Background: an optimization exercise with open tools, aiming at small area and a short achievable clock period. Do not read the settings as production practice. RTL that was checked went through simulation tests only; none was proved equivalent to the original. Power and IR drop assume default switching activity. The clock port is modelled as an ideal driver; clocking choices that lean on that would not hold on a real chip.

== run A ==
==> flow/design.v <==
module strawman_rx_fsm #(
  parameter int DATA_LINE_WIDTH = 40,
  parameter int WORD_SIZE       = 32,
  parameter int TIMEOUT_CYCLES  = 64
) (
  input  logic                       clk,
  input  logic                       rst,
  input  logic [DATA_LINE_WIDTH-1:0] i_flit,
  input  logic                       i_flit_valid,
  output logic [1075:0]              o_protocol_bus,
  output logic                       o_valid,
  input  logic                       i_ready,
  output logic                       o_err,
  output logic                       o_overflow,
  output logic                       o_busy
);
  if (DATA_LINE_WIDTH != 40 || WORD_SIZE != 32 || TIMEOUT_CYCLES < 1) begin : g_bad_cfg
    $error("strawman_rx_fsm: unsupported parameter set");
  end
  logic r_ex, r_dat, r_done, r_busy;
  logic r_valid, r_err, r_ovf;
  logic        rx_mode;
  logic [2:0]  rx_cmd, rx_len;
  logic        rx_azero;           
  logic [31:0] rx_addr;
  logic [5:0]  rx_f1, rx_f2;
  logic [1023:0] rx_data;
  logic [31:0] r_sel;             
  logic        ob_mode;
  logic [2:0]  ob_cmd, ob_len;
  logic [31:0] ob_addr;
  logic [5:0]  ob_f1, ob_f2;
  logic [1023:0] ob_data;
  logic w_hdr, w_bad, w_good, w_last, w_dwe, w_exwe, w_load, w_hold;
  logic [2:0] h_cmd, h_len;
  logic h_mode;
  assign h_mode = i_flit[0];
  assign h_cmd  = i_flit[4:2];
  assign h_len  = i_flit[7:5];
  assign w_hdr  = !r_busy && i_flit_valid && i_flit[1];
  assign w_bad  = h_cmd > 3'd2 || h_len > 3'd5;
  assign w_good = w_hdr && !w_bad;
  always_comb begin
    case (rx_len)
      3'd0:    w_last = r_sel[0];
      3'd1:    w_last = r_sel[1];
      3'd2:    w_last = r_sel[3];
      3'd3:    w_last = r_sel[7];
      3'd4:    w_last = r_sel[15];
      default: w_last = r_sel[31];
    endcase
  end
  assign w_dwe  = r_dat && i_flit_valid;
  assign w_exwe = r_ex && i_flit_valid;
  assign w_load = r_done && (!r_valid || i_ready);
  assign w_hold = r_valid && !i_ready;
  always_ff @(posedge clk) begin
    if (rst) begin
      r_ex    <= 1'b0;
      r_dat   <= 1'b0;
      r_done  <= 1'b0;
      r_busy  <= 1'b0;
      r_valid <= 1'b0;
      r_err   <= 1'b0;
      r_ovf   <= 1'b0;
    end else begin
      r_ex    <= w_good ? (h_mode && h_cmd != 3'd2) : (r_ex && !i_flit_valid);
      r_dat   <= w_good ? (h_cmd != 3'd0 && !(h_mode && h_cmd != 3'd2)) :
                 w_exwe ? (rx_cmd != 3'd0) : (r_dat && !(i_flit_valid && w_last));
      r_done  <= w_good ? (!h_mode && h_cmd == 3'd0) :
                 (w_exwe && rx_cmd == 3'd0) || (w_dwe && w_last);
      r_busy  <= w_good || (r_busy && !r_done);
      r_valid <= w_load || w_hold;
      r_err   <= w_hdr && w_bad;
      if (r_done && !w_load) r_ovf <= 1'b1;
    end
  end
  always_ff @(posedge clk) begin
    if (!r_busy) begin
      rx_mode  <= h_mode;
      rx_cmd   <= h_cmd;
      rx_len   <= h_len;
      rx_azero <= h_mode || h_cmd == 3'd2;
      rx_f1    <= i_flit[13:8];
      rx_f2    <= i_flit[19:14];
      rx_addr  <= i_flit[39:8];
      r_sel    <= 32'h1;
    end else begin
      if (w_exwe) begin
        rx_addr  <= i_flit[31:0];
        rx_azero <= 1'b0;
      end
      if (w_dwe) r_sel <= {r_sel[30:0], 1'b0};
    end
  end
  for (genvar k = 0; k < 32; k++) begin : g_word
    logic w_sel, w_we;
    assign w_sel = r_dat && r_sel[k];
    assign w_we  = w_sel && i_flit_valid;
    always_ff @(posedge clk)
      rx_data[32*k +: 32] <= (i_flit[31:0] & {32{w_we}}) | (rx_data[32*k +: 32] & {32{r_dat}});
  end
  always_ff @(posedge clk) begin
    ob_mode <= (rx_mode & w_load) | (ob_mode & w_hold);
    ob_cmd  <= (rx_cmd & {3{w_load}}) | (ob_cmd & {3{w_hold}});
    ob_len  <= (rx_len & {3{w_load}}) | (ob_len & {3{w_hold}});
    ob_addr <= (rx_addr & {32{w_load && !rx_azero}}) | (ob_addr & {32{w_hold}});
    ob_f1   <= (rx_f1 & {6{w_load && rx_mode}}) | (ob_f1 & {6{w_hold}});
    ob_f2   <= (rx_f2 & {6{w_load && rx_mode}}) | (ob_f2 & {6{w_hold}});
    ob_data <= (rx_data & {1024{w_load}}) | (ob_data & {1024{w_hold}});
  end
  assign o_protocol_bus = {ob_f2, ob_f1, ob_data, ob_addr, ob_len, ob_cmd, 1'b1, ob_mode};
  assign o_valid    = r_valid;
  assign o_err      = r_err;
  assign o_overflow = r_ovf;
  assign o_busy     = r_busy;
endmodule
==> flow/config.mk <==
export PLATFORM = sky130hd
export DESIGN_NAME = strawman_rx_fsm
export DESIGN_NICKNAME = strawman_rx_fsm
export VERILOG_FILES = /design/flow/design.v
export SDC_FILE = /design/flow/constraint.sdc
export NUM_CORES = 4
export LEC_CHECK = 0
export CAP_MARGIN = 20
export CORE_MARGIN = 2
export CORE_UTILIZATION = 40
export SETUP_SLACK_MARGIN = 2.6
export SLEW_MARGIN = 20
==> flow/constraint.sdc <==
create_clock -name core_clock -period 5.0 [get_ports {clk}]
set_input_delay 1.0000 -clock core_clock [delete_from_list [all_inputs] [get_ports {clk}]]
set_output_delay 1.0000 -clock core_clock [all_outputs]
set_load 0.01 [all_outputs]
standard.sh (not shown) runs the stock make flow with config.mk's settings and CLKGATE_MAP_FILE= SYNTH_SCRIPT=/design/flow/synth_recipe.tcl, a recipe that flattens the netlist after the stock synthesis.
==> flow/flow/run.sh <==
#!/bin/bash
cp standard.sh standard.sh.txt
export BUFFER_PORTS_ARGS="-buffer_cell sky130_fd_sc_hd__buf_2"
export CTS_ARGS="-sink_clustering_enable -repair_clock_nets -sink_clustering_size 30 -sink_clustering_max_diameter 120 -dont_use_dummy_load"
bash standard.sh > standard.log 2>&1
diff inputs: run A => run B
-- flow/design.v --
<<< run A, line 26
  logic [5:0]  rx_f1, rx_f2;
  logic [1023:0] rx_data;
  logic [31:0] r_sel;             
  logic        ob_mode;
  logic [2:0]  ob_cmd, ob_len;
>>> run B, line 26
  logic [5:0]  rx_f1, rx_f2;
  logic [1023:0] rx_data;
  logic [4:0]  r_cnt;
  logic        ob_mode;
  logic [2:0]  ob_cmd, ob_len;
<<< run A, line 41
  assign w_bad  = h_cmd > 3'd2 || h_len > 3'd5;
  assign w_good = w_hdr && !w_bad;
  always_comb begin
    case (rx_len)
      3'd0:    w_last = r_sel[0];
      3'd1:    w_last = r_sel[1];
      3'd2:    w_last = r_sel[3];
      3'd3:    w_last = r_sel[7];
      3'd4:    w_last = r_sel[15];
      default: w_last = r_sel[31];
    endcase
  end
  assign w_dwe  = r_dat && i_flit_valid;
  assign w_exwe = r_ex && i_flit_valid;
>>> run B, line 41
  assign w_bad  = h_cmd > 3'd2 || h_len > 3'd5;
  assign w_good = w_hdr && !w_bad;
  assign w_last = r_cnt == 5'((6'd1 << rx_len) - 6'd1);
  assign w_dwe  = r_dat && i_flit_valid;
  assign w_exwe = r_ex && i_flit_valid;
<<< run A, line 77
  end
  always_ff @(posedge clk) begin
    if (!r_busy) begin
      rx_mode  <= h_mode;
      rx_cmd   <= h_cmd;
>>> run B, line 68
  end
  always_ff @(posedge clk) begin
    if (w_good) begin
      rx_mode  <= h_mode;
      rx_cmd   <= h_cmd;
<<< run A, line 85
      rx_f2    <= i_flit[19:14];
      rx_addr  <= i_flit[39:8];
      r_sel    <= 32'h1;
    end else begin
      if (w_exwe) begin
>>> run B, line 76
      rx_f2    <= i_flit[19:14];
      rx_addr  <= i_flit[39:8];
      r_cnt    <= 5'd0;
    end else begin
      if (w_exwe) begin
<<< run A, line 91
        rx_azero <= 1'b0;
      end
      if (w_dwe) r_sel <= {r_sel[30:0], 1'b0};
    end
  end
  for (genvar k = 0; k < 32; k++) begin : g_word
    logic w_sel, w_we;
    assign w_sel = r_dat && r_sel[k];
    assign w_we  = w_sel && i_flit_valid;
    always_ff @(posedge clk)
>>> run B, line 82
        rx_azero <= 1'b0;
      end
      if (w_dwe) r_cnt <= r_cnt + 5'd1;
    end
  end
  for (genvar k = 0; k < 32; k++) begin : g_word
    logic w_sel, w_we;
    assign w_sel = r_dat && r_cnt == 5'(k);
    assign w_we  = w_sel && i_flit_valid;
    always_ff @(posedge clk)
## What came out
Summary of run B over run A: setup fix buffers added after clock tree synthesis +21, layout cell share with drive strength beyond 1 shows an increase of 0.31 points. Power share of the combinational group in run B is 0.2 points above run A. As of run B, wire length the detailed router placed on met1 had risen by a few percent compared to run A. Re multi-input combinational cell area: run A was lower than run B. Taking run A as the reference point, the cell count of run B rises by 0.46%. Est. power | run B vs run A | run B lower. For the tightest slew margin relative to the limit, run B came in 6.3 points lower than run A did. Run A reports its topmost layer with routed signal wires as met4 while run B reports met5. Relative to run A, the setup slack of run B is higher by 0.067 ns.
For run A, only the layout was checked, not whether the RTL still works.

-- afterwards: timing with drivers on the ports --
In the flow no input, the clock included, has a driving cell. The finished layouts below were timed again as built, in two steps.
Step 1 (the two cells are an assumption about what drives the block):
set clk [get_ports {clk}]
set_driving_cell -lib_cell sky130_fd_sc_hd__clkbuf_16 $clk
set_driving_cell -lib_cell sky130_fd_sc_hd__buf_2 [delete_from_list [all_inputs] $clk]
Step 2, shift: input delay + t, output delay - t, t = (earliest + latest rising clock arrival at the registers) / 2. This alone moves slack from input paths to output paths.
a / b / c = ideal ports / drivers / drivers and shift; a / b = the first two.
| run | t, ns | setup slack, ns | worst setup path at the end | latest minus earliest clock arrival (ns) | worst data-port slew with drivers (ns) |
|---|---|---|---|---|---|
| run A | 0.762 | 2.571 / 2.568 / 1.805 | input to register | 0.133 / 0.133 | 0.12 |
| run B | 0.771 | 2.638 / 2.587 / 1.816 | input to register | 0.133 / 0.132 | 0.24 |
After both steps every run listed still meets setup and hold. The setup slack of run B, which loses most, moves by -0.051 ns with the drivers and by -0.822 ns with both steps.
